This design comes from an exercise in tuning for small area, a short achievable clock period and few clock cycles on the open sky130 flow, not from production work. Function was checked by simulation only, so behaviour that the tests miss may differ from the original. Power and IR drop assume default switching activity.

==> amber <==
==> flow/design.v <==
package dfec_pkg;
    localparam int CFG_INDEX_W = 3;
    localparam int CFG_DATA_W  = 32;
    localparam logic [2:0]  REG_SEPARATOR  = 3'd0;
    localparam logic [2:0]  REG_TERMINATOR = 3'd1;
    localparam logic [2:0]  REG_FIELD_SEL  = 3'd2;
    localparam logic [2:0]  REG_MAX_LEN    = 3'd3;
    localparam logic [2:0]  REG_DECIMAL    = 3'd4;
    localparam logic [2:0]  REG_RANGE_MIN  = 3'd5;
    localparam logic [2:0]  REG_RANGE_MAX  = 3'd6;
    localparam logic [7:0]  SEPARATOR_RESET  = 8'd44;
    localparam logic [7:0]  TERMINATOR_RESET = 8'd10;
    localparam logic [15:0] FIELD_SEL_RESET  = 16'd0;
    localparam logic [7:0]  MAX_LEN_RESET    = 8'd32;
    localparam logic [7:0]  CHAR_PLUS  = 8'h2B;
    localparam logic [7:0]  CHAR_MINUS = 8'h2D;
    localparam logic [7:0]  CHAR_POINT = 8'h2E;
    localparam logic [7:0]  CHAR_NUL   = 8'h00;
    localparam logic [31:0] MAG_TENTH = 32'h1999_9999;
endpackage
module dfec_cfg (
    input  logic                               clk,
    input  logic                               rst_n,
    input  logic                               cfg_we,
    input  logic [dfec_pkg::CFG_INDEX_W-1:0]   cfg_index,
    input  logic [dfec_pkg::CFG_DATA_W-1:0]    cfg_wdata,
    output logic [7:0]                         sep,
    output logic [7:0]                         term,
    output logic [15:0]                        fsel,
    output logic [7:0]                         lm1,
    output logic                               dec,
    output logic [31:0]                        rmin,
    output logic [31:0]                        rmax,
    output logic                               zero_in
);
    always_ff @(posedge clk or negedge rst_n)
    begin
        if (!rst_n)
        begin
            sep  <= dfec_pkg::SEPARATOR_RESET;
            term <= dfec_pkg::TERMINATOR_RESET;
            fsel <= dfec_pkg::FIELD_SEL_RESET;
            lm1  <= dfec_pkg::MAX_LEN_RESET - 8'd1;
            dec  <= 1'b0;
            rmin <= 32'd0;
            rmax <= 32'd0;
        end
        else if (cfg_we)
        begin
            case (cfg_index)
                dfec_pkg::REG_SEPARATOR:  sep  <= cfg_wdata[7:0];
                dfec_pkg::REG_TERMINATOR: term <= cfg_wdata[7:0];
                dfec_pkg::REG_FIELD_SEL:  fsel <= cfg_wdata[15:0];
                dfec_pkg::REG_MAX_LEN:    lm1  <= (cfg_wdata[7:0] == 8'd0) ? 8'd0 : cfg_wdata[7:0] - 8'd1;
                dfec_pkg::REG_DECIMAL:    dec  <= cfg_wdata[0];
                dfec_pkg::REG_RANGE_MIN:  rmin <= cfg_wdata;
                dfec_pkg::REG_RANGE_MAX:  rmax <= cfg_wdata;
                default: ;
            endcase
        end
    end
    assign zero_in = !dec && (rmin[31] || rmin == 32'd0) && !rmax[31];
endmodule
module dfec_parse (
    input  logic              clk,
    input  logic              rst_n,
    input  logic [7:0]        sep,
    input  logic [7:0]        term,
    input  logic [15:0]       fsel,
    input  logic [7:0]        lm1,
    input  logic              dec,
    input  logic [31:0]       rmin,
    input  logic [31:0]       rmax,
    input  logic              zero_in,
    input  logic              en,
    input  logic              data_valid,
    input  logic [7:0]        data_data_byte,
    input  logic              data_end_of_buffer,
    output logic              push_char,
    output logic              push_sum,
    output logic [7:0]        push_byte,
    output logic [7:0]        sum_len,
    output logic              sum_ovf,
    output logic              sum_nv,
    output logic              sum_ir,
    output logic              nxt_char,
    output logic              nxt_sum
);
    logic        vld_r;
    logic [7:0]  byte_r;
    logic        eob_r;
    logic        fresh_r;
    logic        done_r;
    logic [15:0] seps_r;
    logic [7:0]  chars_r;
    logic        ok_r, point_r, neg_r, nul_r, sat_r;
    logic [31:0] mag_r;
    logic        s_char_r, s_sum_r;
    logic [7:0]  s_byte_r;
    logic        proc;
    logic        done_e;
    logic [15:0] seps_e;
    logic [7:0]  chars_e;
    logic        ok_e, point_e, neg_e, nul_e, sat_e;
    logic        is_sep, is_term, active, is_char, at_lim, pos0;
    logic        is_digit, live, dig_upd;
    logic [31:0] acc;
    logic        mag_big;
    logic        char_n, sum_n, restart;
    logic        done_n;
    logic [15:0] seps_n;
    logic [7:0]  chars_n;
    logic        ok_n, point_n, neg_n, nul_n, sat_n;
    logic [31:0] mag_n;
    always_ff @(posedge clk or negedge rst_n)
    begin
        if (!rst_n)
            vld_r <= 1'b0;
        else if (en)
            vld_r <= data_valid;
    end
    always_ff @(posedge clk)
    begin
        if (en)
        begin
            byte_r <= data_data_byte;
            eob_r  <= data_end_of_buffer;
        end
    end
    always_comb
    begin
        proc    = en && vld_r;
        done_e  = !fresh_r && done_r;
        seps_e  = fresh_r ? 16'd0 : seps_r;
        chars_e = fresh_r ? 8'd0 : chars_r;
        ok_e    = fresh_r || ok_r;
        point_e = !fresh_r && point_r;
        neg_e   = !fresh_r && neg_r;
        nul_e   = !fresh_r && nul_r;
        sat_e   = !fresh_r && sat_r;
        is_sep  = byte_r == sep;
        is_term = byte_r == term;
        active  = fresh_r ? (fsel == 16'd0) : (!done_r && seps_r == fsel);
        at_lim  = fresh_r ? (lm1 == 8'd0) : (chars_r >= lm1);
        pos0    = fresh_r || chars_r == 8'd0;
        is_char = !done_e && !is_sep && !is_term && active;
        char_n  = is_char;
        if (done_e)
            sum_n = 1'b0;
        else if (is_sep)
            sum_n = active || eob_r;
        else if (is_term)
            sum_n = 1'b1;
        else if (active)
            sum_n = at_lim || eob_r;
        else
            sum_n = eob_r;
        restart = (is_term && (done_e || !is_sep)) || eob_r;
        is_digit = byte_r >= 8'h30 && byte_r <= 8'h39;
        live     = is_char && ok_e && !nul_e;
        dig_upd  = live && is_digit && !point_e;
        acc      = (mag_r << 3) + (mag_r << 1) + {28'd0, byte_r[3:0]};
        mag_big  = (mag_r > dfec_pkg::MAG_TENTH)
                   || (mag_r == dfec_pkg::MAG_TENTH && byte_r[3:0] >= 4'd6);
        ok_n    = ok_e;
        point_n = point_e;
        neg_n   = neg_e;
        nul_n   = nul_e;
        sat_n   = sat_e;
        if (fresh_r)
            mag_n = dig_upd ? {28'd0, byte_r[3:0]} : 32'd0;
        else
            mag_n = dig_upd ? acc : mag_r;
        if (dig_upd && !fresh_r && mag_big)
            sat_n = 1'b1;
        if (live && !is_digit)
        begin
            if (byte_r == dfec_pkg::CHAR_PLUS || byte_r == dfec_pkg::CHAR_MINUS)
            begin
                if (!pos0)
                    ok_n = 1'b0;
                else
                    neg_n = byte_r == dfec_pkg::CHAR_MINUS;
            end
            else if (byte_r == dfec_pkg::CHAR_POINT)
            begin
                if (!dec || pos0 || point_e)
                    ok_n = 1'b0;
                else
                    point_n = 1'b1;
            end
            else if (byte_r == dfec_pkg::CHAR_NUL)
                nul_n = 1'b1;
            else
                ok_n = 1'b0;
        end
        seps_n  = seps_e;
        chars_n = chars_e;
        done_n  = done_e;
        if (!done_e)
        begin
            if (is_sep)
            begin
                if (seps_e != 16'hFFFF)
                    seps_n = seps_e + 16'd1;
                if (active)
                    done_n = 1'b1;
            end
            else if (is_char)
            begin
                chars_n = chars_e + 8'd1;
                if (at_lim)
                    done_n = 1'b1;
            end
        end
        nxt_char = en ? (vld_r && char_n) : s_char_r;
        nxt_sum  = en ? (vld_r && sum_n) : s_sum_r;
    end
    always_ff @(posedge clk or negedge rst_n)
    begin
        if (!rst_n)
            fresh_r <= 1'b1;
        else if (proc)
            fresh_r <= restart;
    end
    always_ff @(posedge clk)
    begin
        if (proc)
        begin
            done_r  <= done_n;
            seps_r  <= seps_n;
            chars_r <= chars_n;
            ok_r    <= ok_n;
            point_r <= point_n;
            neg_r   <= neg_n;
            nul_r   <= nul_n;
            sat_r   <= sat_n;
            mag_r   <= mag_n;
        end
    end
    always_ff @(posedge clk or negedge rst_n)
    begin
        if (!rst_n)
        begin
            s_char_r <= 1'b0;
            s_sum_r  <= 1'b0;
        end
        else
        begin
            s_char_r <= nxt_char;
            s_sum_r  <= nxt_sum;
        end
    end
    always_ff @(posedge clk)
    begin
        if (en)
            s_byte_r <= byte_r;
    end
    logic        ovf;
    logic [33:0] x;
    logic [34:0] d_lo, d_hi;
    logic        lo_ok, hi_ok;
    always_comb
    begin
        ovf = chars_r > lm1;
        x    = neg_r ? ~{2'b00, mag_r} : {2'b00, mag_r};
        d_lo = {x[33], x} + {{3{~rmin[31]}}, ~rmin} + {33'd0, neg_r, !neg_r};
        d_hi = {{3{rmax[31]}}, rmax} + {~x[33], ~x} + {34'd0, !neg_r};
        lo_ok = !d_lo[34];
        hi_ok = !d_hi[34];
        push_char = en && s_char_r;
        push_sum  = en && s_sum_r;
        push_byte = s_byte_r;
        sum_len   = ovf ? 8'd0 : chars_r;
        sum_ovf   = ovf;
        sum_nv    = ovf || ok_r;
        sum_ir    = ovf ? zero_in : (!dec && ok_r && !sat_r && lo_ok && hi_ok);
    end
endmodule
module dfec_out_buf (
    input  logic              clk,
    input  logic              rst_n,
    input  logic              push_char,
    input  logic              push_sum,
    input  logic [7:0]        push_byte,
    input  logic [7:0]        sum_len,
    input  logic              sum_ovf,
    input  logic              sum_nv,
    input  logic              sum_ir,
    input  logic              nxt_char,
    input  logic              nxt_sum,
    output logic              en,
    output logic              result_valid,
    input  logic              result_ready,
    output logic              result_is_summary,
    output logic [7:0]        result_field_char,
    output logic [7:0]        result_field_length,
    output logic              result_overflow,
    output logic              result_number_valid,
    output logic              result_in_range
);
    logic        ov_r, s1v_r;
    logic [19:0] out_r, s1_r;
    logic [19:0] e_char, e_sum, first, second;
    logic        pop, r0v, r1v;
    logic [19:0] r0;
    logic [1:0]  n;
    logic        ov_n, s1v_n;
    logic [2:0]  need;
    logic        en_pop, en_hold;
    logic [19:0] out_n, s1_n;
    always_comb
    begin
        e_char = {1'b0, push_byte, 8'd0, 3'b000};
        e_sum  = {1'b1, 8'd0, sum_len, sum_ovf, sum_nv, sum_ir};
        first  = push_char ? e_char : e_sum;
        second = e_sum;
        n      = {1'b0, push_char} + {1'b0, push_sum};
        pop = ov_r && result_ready;
        r0v = pop ? s1v_r : ov_r;
        r0  = pop ? s1_r : out_r;
        r1v = !pop && s1v_r;
        ov_n  = r0v || (n != 2'd0);
        out_n = r0v ? r0 : first;
        s1v_n = r1v || (r0v && n != 2'd0) || (n == 2'd2);
        need    = {1'b0, s1v_r} + {1'b0, n} + {2'b0, nxt_char} + {2'b0, nxt_sum};
        en_pop  = need <= 3'd2;
        en_hold = !ov_r && en_pop || ov_r && need <= 3'd1;
        if (r1v)
            s1_n = s1_r;
        else if (r0v)
            s1_n = first;
        else
            s1_n = second;
    end
    always_ff @(posedge clk or negedge rst_n)
    begin
        if (!rst_n)
        begin
            ov_r  <= 1'b0;
            s1v_r <= 1'b0;
            en    <= 1'b1;
        end
        else
        begin
            ov_r  <= ov_n;
            s1v_r <= s1v_n;
            en    <= pop ? en_pop : en_hold;
        end
    end
    always_ff @(posedge clk)
    begin
        out_r <= out_n;
        s1_r  <= s1_n;
    end
    assign result_valid        = ov_r;
    assign result_is_summary   = out_r[19];
    assign result_field_char   = out_r[18:11];
    assign result_field_length = out_r[10:3];
    assign result_overflow     = out_r[2];
    assign result_number_valid = out_r[1];
    assign result_in_range     = out_r[0];
endmodule
module delimited_field_extract_check (
    input  logic                               clk,
    input  logic                               rst_n,
    input  logic                               cfg_we,
    input  logic [dfec_pkg::CFG_INDEX_W-1:0]   cfg_index,
    input  logic [dfec_pkg::CFG_DATA_W-1:0]    cfg_wdata,
    input  logic                               data_valid,
    output logic                               data_ready,
    input  logic [7:0]                         data_data_byte,
    input  logic                               data_end_of_buffer,
    output logic                               result_valid,
    input  logic                               result_ready,
    output logic                               result_is_summary,
    output logic [7:0]                         result_field_char,
    output logic [7:0]                         result_field_length,
    output logic                               result_overflow,
    output logic                               result_number_valid,
    output logic                               result_in_range
);
    logic [7:0]  sep, term, lm1;
    logic [15:0] fsel;
    logic        dec, zero_in;
    logic [31:0] rmin, rmax;
    logic        en;
    logic        push_char, push_sum;
    logic [7:0]  push_byte, sum_len;
    logic        sum_ovf, sum_nv, sum_ir;
    logic        nxt_char, nxt_sum;
    dfec_cfg u_cfg (
        .clk       (clk),
        .rst_n     (rst_n),
        .cfg_we    (cfg_we),
        .cfg_index (cfg_index),
        .cfg_wdata (cfg_wdata),
        .sep       (sep),
        .term      (term),
        .fsel      (fsel),
        .lm1       (lm1),
        .dec       (dec),
        .rmin      (rmin),
        .rmax      (rmax),
        .zero_in   (zero_in)
    );
    dfec_parse u_parse (
        .clk                (clk),
        .rst_n              (rst_n),
        .sep                (sep),
        .term               (term),
        .fsel               (fsel),
        .lm1                (lm1),
        .dec                (dec),
        .rmin               (rmin),
        .rmax               (rmax),
        .zero_in            (zero_in),
        .en                 (en),
        .data_valid         (data_valid),
        .data_data_byte     (data_data_byte),
        .data_end_of_buffer (data_end_of_buffer),
        .push_char          (push_char),
        .push_sum           (push_sum),
        .push_byte          (push_byte),
        .sum_len            (sum_len),
        .sum_ovf            (sum_ovf),
        .sum_nv             (sum_nv),
        .sum_ir             (sum_ir),
        .nxt_char           (nxt_char),
        .nxt_sum            (nxt_sum)
    );
    dfec_out_buf u_out_buf (
        .clk                 (clk),
        .rst_n               (rst_n),
        .push_char           (push_char),
        .push_sum            (push_sum),
        .push_byte           (push_byte),
        .sum_len             (sum_len),
        .sum_ovf             (sum_ovf),
        .sum_nv              (sum_nv),
        .sum_ir              (sum_ir),
        .nxt_char            (nxt_char),
        .nxt_sum             (nxt_sum),
        .en                  (en),
        .result_valid        (result_valid),
        .result_ready        (result_ready),
        .result_is_summary   (result_is_summary),
        .result_field_char   (result_field_char),
        .result_field_length (result_field_length),
        .result_overflow     (result_overflow),
        .result_number_valid (result_number_valid),
        .result_in_range     (result_in_range)
    );
    assign data_ready = en;
endmodule
==> flow/run.sh <==
#!/bin/bash
# synth_recipe.tcl (not shown) runs the flow's synth.tcl, then flattens the netlist and writes it again
# the make line also repeats each setting of config.mk as NAME=value (left out here)
make -C /OpenROAD-flow-scripts/flow DESIGN_CONFIG=/design/flow/config.mk WORK_HOME=/design/flow/orfs CLKGATE_MAP_FILE= SYNTH_SCRIPT=/design/flow/synth_recipe.tcl finish
==> flow/config.mk <==
export PLATFORM = sky130hd
export DESIGN_NAME = delimited_field_extract_check
export DESIGN_NICKNAME = delimited_field_extract_check
export VERILOG_FILES = /design/flow/design.v
export SDC_FILE = /design/flow/constraint.sdc
export NUM_CORES = 4
export LEC_CHECK = 0
export CAP_MARGIN = 20
export CORE_MARGIN = 2
export CORE_UTILIZATION = 40
export SETUP_SLACK_MARGIN = 5
export SLEW_MARGIN = 20
==> flow/constraint.sdc <==
create_clock -name core_clock -period 8.5 [get_ports {clk}]
set_input_delay 1.7000 -clock core_clock [delete_from_list [all_inputs] [get_ports {clk}]]
set_output_delay 1.7000 -clock core_clock [all_outputs]
set_load 0.01 [all_outputs]
==> inputs of ember, as changes to amber <==
==> flow/design.v, changed modules only <==
module dfec_cfg (
    input  logic                               clk,
    input  logic                               rst_n,
    input  logic                               cfg_we,
    input  logic [dfec_pkg::CFG_INDEX_W-1:0]   cfg_index,
    input  logic [dfec_pkg::CFG_DATA_W-1:0]    cfg_wdata,
    output logic [7:0]                         sep,
    output logic [7:0]                         term,
    output logic [15:0]                        fsel,
    output logic [7:0]                         lim,
    output logic                               dec,
    output logic [31:0]                        rmin,
    output logic [31:0]                        rmax,
    output logic                               rng_ok,
    output logic                               zero_in
);
    always_ff @(posedge clk or negedge rst_n)
    begin
        if (!rst_n)
        begin
            sep  <= dfec_pkg::SEPARATOR_RESET;
            term <= dfec_pkg::TERMINATOR_RESET;
            fsel <= dfec_pkg::FIELD_SEL_RESET;
            lim  <= dfec_pkg::MAX_LEN_RESET;
            dec  <= 1'b0;
            rmin <= 32'd0;
            rmax <= 32'd0;
        end
        else if (cfg_we)
        begin
            case (cfg_index)
                dfec_pkg::REG_SEPARATOR:  sep  <= cfg_wdata[7:0];
                dfec_pkg::REG_TERMINATOR: term <= cfg_wdata[7:0];
                dfec_pkg::REG_FIELD_SEL:  fsel <= cfg_wdata[15:0];
                dfec_pkg::REG_MAX_LEN:    lim  <= (cfg_wdata[7:0] == 8'd0) ? 8'd1 : cfg_wdata[7:0];
                dfec_pkg::REG_DECIMAL:    dec  <= cfg_wdata[0];
                dfec_pkg::REG_RANGE_MIN:  rmin <= cfg_wdata;
                dfec_pkg::REG_RANGE_MAX:  rmax <= cfg_wdata;
                default: ;
            endcase
        end
    end
    always_ff @(posedge clk or negedge rst_n)
    begin
        if (!rst_n)
        begin
            rng_ok  <= 1'b1;
            zero_in <= 1'b1;
        end
        else
        begin
            rng_ok  <= !dec && ($signed(rmin) <= $signed(rmax));
            zero_in <= !dec && ($signed(rmin) <= $signed(rmax))
                       && (rmin[31] || rmin == 32'd0) && !rmax[31];
        end
    end
endmodule
module dfec_parse (
    input  logic              clk,
    input  logic              rst_n,
    input  logic [7:0]        sep,
    input  logic [7:0]        term,
    input  logic [15:0]       fsel,
    input  logic [7:0]        lim,
    input  logic              dec,
    input  logic [31:0]       rmin,
    input  logic [31:0]       rmax,
    input  logic              rng_ok,
    input  logic              zero_in,
    input  logic              en,
    input  logic              data_valid,
    input  logic [7:0]        data_data_byte,
    input  logic              data_end_of_buffer,
    output logic              push_char,
    output logic              push_sum,
    output logic [7:0]        push_byte,
    output logic [7:0]        sum_len,
    output logic              sum_ovf,
    output logic              sum_nv,
    output logic              sum_ir,
    output logic [1:0]        next_cnt
);
    logic        vld_r;
    logic [7:0]  byte_r;
    logic        eob_r;
    logic        fresh_r;
    logic        done_r;
    logic [15:0] seps_r;
    logic [7:0]  chars_r;
    logic        ok_r, point_r, neg_r, nul_r, sat_r;
    logic [31:0] mag_r;
    logic        s_char_r, s_sum_r;
    logic [7:0]  s_byte_r;
    logic        proc;
    logic        done_e;
    logic [15:0] seps_e;
    logic [7:0]  chars_e, chars_inc;
    logic        ok_e, point_e, neg_e, nul_e, sat_e;
    logic        is_sep, is_term, active, is_char, at_lim, pos0;
    logic        is_digit, live, dig_upd;
    logic [35:0] acc;
    logic        mag_big;
    logic        char_n, sum_n, restart;
    logic        done_n;
    logic [15:0] seps_n;
    logic [7:0]  chars_n;
    logic        ok_n, point_n, neg_n, nul_n, sat_n;
    logic [31:0] mag_n;
    always_ff @(posedge clk or negedge rst_n)
    begin
        if (!rst_n)
            vld_r <= 1'b0;
        else if (en)
            vld_r <= data_valid;
    end
    always_ff @(posedge clk)
    begin
        if (en)
        begin
            byte_r <= data_data_byte;
            eob_r  <= data_end_of_buffer;
        end
    end
    always_comb
    begin
        proc    = en && vld_r;
        done_e  = !fresh_r && done_r;
        seps_e  = fresh_r ? 16'd0 : seps_r;
        chars_e = fresh_r ? 8'd0 : chars_r;
        ok_e    = fresh_r || ok_r;
        point_e = !fresh_r && point_r;
        neg_e   = !fresh_r && neg_r;
        nul_e   = !fresh_r && nul_r;
        sat_e   = !fresh_r && sat_r;
        is_sep    = byte_r == sep;
        is_term   = byte_r == term;
        active    = !done_e && (seps_e == fsel);
        chars_inc = chars_e + 8'd1;
        at_lim    = chars_inc >= lim;
        pos0      = chars_e == 8'd0;
        is_char   = !done_e && !is_sep && !is_term && active;
        char_n  = is_char;
        if (done_e)
            sum_n = 1'b0;
        else if (is_sep)
            sum_n = active || eob_r;
        else if (is_term)
            sum_n = 1'b1;
        else if (active)
            sum_n = at_lim || eob_r;
        else
            sum_n = eob_r;
        restart = (is_term && (done_e || !is_sep)) || eob_r;
        is_digit = byte_r >= 8'h30 && byte_r <= 8'h39;
        live     = is_char && ok_e && !nul_e;
        dig_upd  = live && is_digit && !point_e;
        acc      = ({4'd0, mag_r} << 3) + ({4'd0, mag_r} << 1) + {32'd0, byte_r[3:0]};
        mag_big  = (mag_r > dfec_pkg::MAG_TENTH)
                   || (mag_r == dfec_pkg::MAG_TENTH && byte_r[3:0] >= 4'd6);
        ok_n    = ok_e;
        point_n = point_e;
        neg_n   = neg_e;
        nul_n   = nul_e;
        sat_n   = sat_e;
        if (fresh_r)
            mag_n = dig_upd ? {28'd0, byte_r[3:0]} : 32'd0;
        else
            mag_n = dig_upd ? acc[31:0] : mag_r;
        if (dig_upd && !fresh_r && mag_big)
            sat_n = 1'b1;
        if (live && !is_digit)
        begin
            if (byte_r == dfec_pkg::CHAR_PLUS || byte_r == dfec_pkg::CHAR_MINUS)
            begin
                if (!pos0)
                    ok_n = 1'b0;
                else
                    neg_n = byte_r == dfec_pkg::CHAR_MINUS;
            end
            else if (byte_r == dfec_pkg::CHAR_POINT)
            begin
                if (!dec || pos0 || point_e)
                    ok_n = 1'b0;
                else
                    point_n = 1'b1;
            end
            else if (byte_r == dfec_pkg::CHAR_NUL)
                nul_n = 1'b1;
            else
                ok_n = 1'b0;
        end
        seps_n  = seps_e;
        chars_n = chars_e;
        done_n  = done_e;
        if (!done_e)
        begin
            if (is_sep)
            begin
                if (seps_e != 16'hFFFF)
                    seps_n = seps_e + 16'd1;
                if (active)
                    done_n = 1'b1;
            end
            else if (is_char)
            begin
                chars_n = chars_inc;
                if (at_lim)
                    done_n = 1'b1;
            end
        end
        next_cnt = en ? ((vld_r && char_n) ? (vld_r && sum_n ? 2'd2 : 2'd1) : {1'b0, vld_r && sum_n})
                      : ((s_char_r && s_sum_r) ? 2'd2 : {1'b0, s_char_r || s_sum_r});
    end
    always_ff @(posedge clk or negedge rst_n)
    begin
        if (!rst_n)
            fresh_r <= 1'b1;
        else if (proc)
            fresh_r <= restart;
    end
    always_ff @(posedge clk)
    begin
        if (proc)
        begin
            done_r  <= done_n;
            seps_r  <= seps_n;
            chars_r <= chars_n;
            ok_r    <= ok_n;
            point_r <= point_n;
            neg_r   <= neg_n;
            nul_r   <= nul_n;
            sat_r   <= sat_n;
            mag_r   <= mag_n;
        end
    end
    always_ff @(posedge clk or negedge rst_n)
    begin
        if (!rst_n)
        begin
            s_char_r <= 1'b0;
            s_sum_r  <= 1'b0;
        end
        else if (en)
        begin
            s_char_r <= vld_r && char_n;
            s_sum_r  <= vld_r && sum_n;
        end
    end
    always_ff @(posedge clk)
    begin
        if (en)
            s_byte_r <= byte_r;
    end
    logic        ovf;
    logic [33:0] x;
    logic [34:0] d_lo, d_hi;
    logic        lo_ok, hi_ok;
    always_comb
    begin
        ovf = chars_r >= lim;
        x    = neg_r ? ~{2'b00, mag_r} : {2'b00, mag_r};
        d_lo = {x[33], x} + {{3{~rmin[31]}}, ~rmin} + {33'd0, neg_r, !neg_r};
        d_hi = {{3{rmax[31]}}, rmax} + {~x[33], ~x} + {34'd0, !neg_r};
        lo_ok = !d_lo[34];
        hi_ok = !d_hi[34];
        push_char = en && s_char_r;
        push_sum  = en && s_sum_r;
        push_byte = s_byte_r;
        sum_len   = ovf ? 8'd0 : chars_r;
        sum_ovf   = ovf;
        sum_nv    = ovf || ok_r;
        sum_ir    = ovf ? zero_in : (ok_r && rng_ok && !sat_r && lo_ok && hi_ok);
    end
endmodule
module dfec_out_buf (
    input  logic              clk,
    input  logic              rst_n,
    input  logic              push_char,
    input  logic              push_sum,
    input  logic [7:0]        push_byte,
    input  logic [7:0]        sum_len,
    input  logic              sum_ovf,
    input  logic              sum_nv,
    input  logic              sum_ir,
    input  logic [1:0]        next_cnt,
    output logic              en,
    output logic              result_valid,
    input  logic              result_ready,
    output logic              result_is_summary,
    output logic [7:0]        result_field_char,
    output logic [7:0]        result_field_length,
    output logic              result_overflow,
    output logic              result_number_valid,
    output logic              result_in_range
);
    logic        ov_r, s1v_r;
    logic [19:0] out_r, s1_r;
    logic [19:0] e_char, e_sum, first, second;
    logic        pop, r0v, r1v;
    logic [19:0] r0;
    logic [1:0]  n;
    logic        ov_n, s1v_n;
    logic [19:0] out_n, s1_n;
    always_comb
    begin
        e_char = {1'b0, push_byte, 8'd0, 3'b000};
        e_sum  = {1'b1, 8'd0, sum_len, sum_ovf, sum_nv, sum_ir};
        first  = push_char ? e_char : e_sum;
        second = e_sum;
        n      = {1'b0, push_char} + {1'b0, push_sum};
        pop = ov_r && result_ready;
        r0v = pop ? s1v_r : ov_r;
        r0  = pop ? s1_r : out_r;
        r1v = !pop && s1v_r;
        ov_n  = r0v || (n != 2'd0);
        out_n = r0v ? r0 : first;
        s1v_n = r1v || (r0v && n != 2'd0) || (n == 2'd2);
        if (r1v)
            s1_n = s1_r;
        else if (r0v)
            s1_n = first;
        else
            s1_n = second;
    end
    always_ff @(posedge clk or negedge rst_n)
    begin
        if (!rst_n)
        begin
            ov_r  <= 1'b0;
            s1v_r <= 1'b0;
            en    <= 1'b1;
        end
        else
        begin
            ov_r  <= ov_n;
            s1v_r <= s1v_n;
            en    <= ({1'b0, ov_n} + {1'b0, s1v_n} + next_cnt) <= 3'd2;
        end
    end
    always_ff @(posedge clk)
    begin
        out_r <= out_n;
        s1_r  <= s1_n;
    end
    assign result_valid        = ov_r;
    assign result_is_summary   = out_r[19];
    assign result_field_char   = out_r[18:11];
    assign result_field_length = out_r[10:3];
    assign result_overflow     = out_r[2];
    assign result_number_valid = out_r[1];
    assign result_in_range     = out_r[0];
endmodule
module delimited_field_extract_check (
    input  logic                               clk,
    input  logic                               rst_n,
    input  logic                               cfg_we,
    input  logic [dfec_pkg::CFG_INDEX_W-1:0]   cfg_index,
    input  logic [dfec_pkg::CFG_DATA_W-1:0]    cfg_wdata,
    input  logic                               data_valid,
    output logic                               data_ready,
    input  logic [7:0]                         data_data_byte,
    input  logic                               data_end_of_buffer,
    output logic                               result_valid,
    input  logic                               result_ready,
    output logic                               result_is_summary,
    output logic [7:0]                         result_field_char,
    output logic [7:0]                         result_field_length,
    output logic                               result_overflow,
    output logic                               result_number_valid,
    output logic                               result_in_range
);
    logic [7:0]  sep, term, lim;
    logic [15:0] fsel;
    logic        dec, rng_ok, zero_in;
    logic [31:0] rmin, rmax;
    logic        en;
    logic        push_char, push_sum;
    logic [7:0]  push_byte, sum_len;
    logic        sum_ovf, sum_nv, sum_ir;
    logic [1:0]  next_cnt;
    dfec_cfg u_cfg (
        .clk       (clk),
        .rst_n     (rst_n),
        .cfg_we    (cfg_we),
        .cfg_index (cfg_index),
        .cfg_wdata (cfg_wdata),
        .sep       (sep),
        .term      (term),
        .fsel      (fsel),
        .lim       (lim),
        .dec       (dec),
        .rmin      (rmin),
        .rmax      (rmax),
        .rng_ok    (rng_ok),
        .zero_in   (zero_in)
    );
    dfec_parse u_parse (
        .clk                (clk),
        .rst_n              (rst_n),
        .sep                (sep),
        .term               (term),
        .fsel               (fsel),
        .lim                (lim),
        .dec                (dec),
        .rmin               (rmin),
        .rmax               (rmax),
        .rng_ok             (rng_ok),
        .zero_in            (zero_in),
        .en                 (en),
        .data_valid         (data_valid),
        .data_data_byte     (data_data_byte),
        .data_end_of_buffer (data_end_of_buffer),
        .push_char          (push_char),
        .push_sum           (push_sum),
        .push_byte          (push_byte),
        .sum_len            (sum_len),
        .sum_ovf            (sum_ovf),
        .sum_nv             (sum_nv),
        .sum_ir             (sum_ir),
        .next_cnt           (next_cnt)
    );
    dfec_out_buf u_out_buf (
        .clk                 (clk),
        .rst_n               (rst_n),
        .push_char           (push_char),
        .push_sum            (push_sum),
        .push_byte           (push_byte),
        .sum_len             (sum_len),
        .sum_ovf             (sum_ovf),
        .sum_nv              (sum_nv),
        .sum_ir              (sum_ir),
        .next_cnt            (next_cnt),
        .en                  (en),
        .result_valid        (result_valid),
        .result_ready        (result_ready),
        .result_is_summary   (result_is_summary),
        .result_field_char   (result_field_char),
        .result_field_length (result_field_length),
        .result_overflow     (result_overflow),
        .result_number_valid (result_number_valid),
        .result_in_range     (result_in_range)
    );
    assign data_ready = en;
endmodule
SETUP_SLACK_MARGIN = default   (was 5)
==> comparison <==
Of ember and amber, ember has the higher critical path depth (gap 6). In ember the clock skew is higher than in amber, by 0.0012 ns. Worst setup slack: ember is worse than amber (2.1 ns). Of ember and amber, amber has the higher sequential share of layout area (gap 0.81 points). Between ember and amber, the lower routed wire length is in amber (gap 3.1%, measured against amber). First-iteration DRC count: ember is higher than amber (about 3%).
==> figures <==
item                                                          amber        ember
Top-area cell type share of the netlist area                  24.6%        23.0%
Length in cells of the worst reg-to-reg path                     13           19
Status                             no timing/DRC/antenna violations  no timing/DRC/antenna violations
Pin count of the biggest net entering global routing             65           74
Min-delay src                                         u_cfg.rmax[0]    u_cfg.dec
Net Sw Frac                                                   39.0%        41.9%
Vias in the first global route                                10400        11100
Final HPWL from detailed placement                          25.8 mm      28.2 mm
Portion of netlist area occupied by mux cells                 7.64%        8.12%
Period utilisation layout                                     42.1%        66.4%
Die area                                                 37900 um^2   40400 um^2
Net Count, Synth                                               1561         1726
Total power per unit cell area                          324 nW/um^2  382 nW/um^2
Testbench counts of amber, summed over its fixed seeds: cycles 12,073.
Testbench counts of ember, summed over its fixed seeds: cycles 12,073.

-- what the ideal ports hide --
No port has a modelled driver above. Below, the same layouts with a new extraction and two added sets of constraints.
Step 1 (the two cells are an assumption about what drives the block):
set clk [get_ports {clk}]
set_driving_cell -lib_cell sky130_fd_sc_hd__clkbuf_16 $clk
set_driving_cell -lib_cell sky130_fd_sc_hd__buf_2 [delete_from_list [all_inputs] $clk]
Step 2 also shifts input and output timing later by t, the mid clock arrival at the registers, as if the neighbouring blocks saw the same clock.
a / b / c = ideal ports / drivers / drivers and shift; a / b = the first two.
run | shift t [ns] | setup slack, ns | cell pins on the clock port's net
amber | 0.588 | 4.920 / 4.920 / 4.702 | 1
ember | 0.613 | 2.858 / 2.858 / 2.858 | 1
After both steps setup and hold are still met in every run listed. The setup slack of amber, which loses most, moves by 0.000 ns with the drivers and by -0.218 ns with both steps.
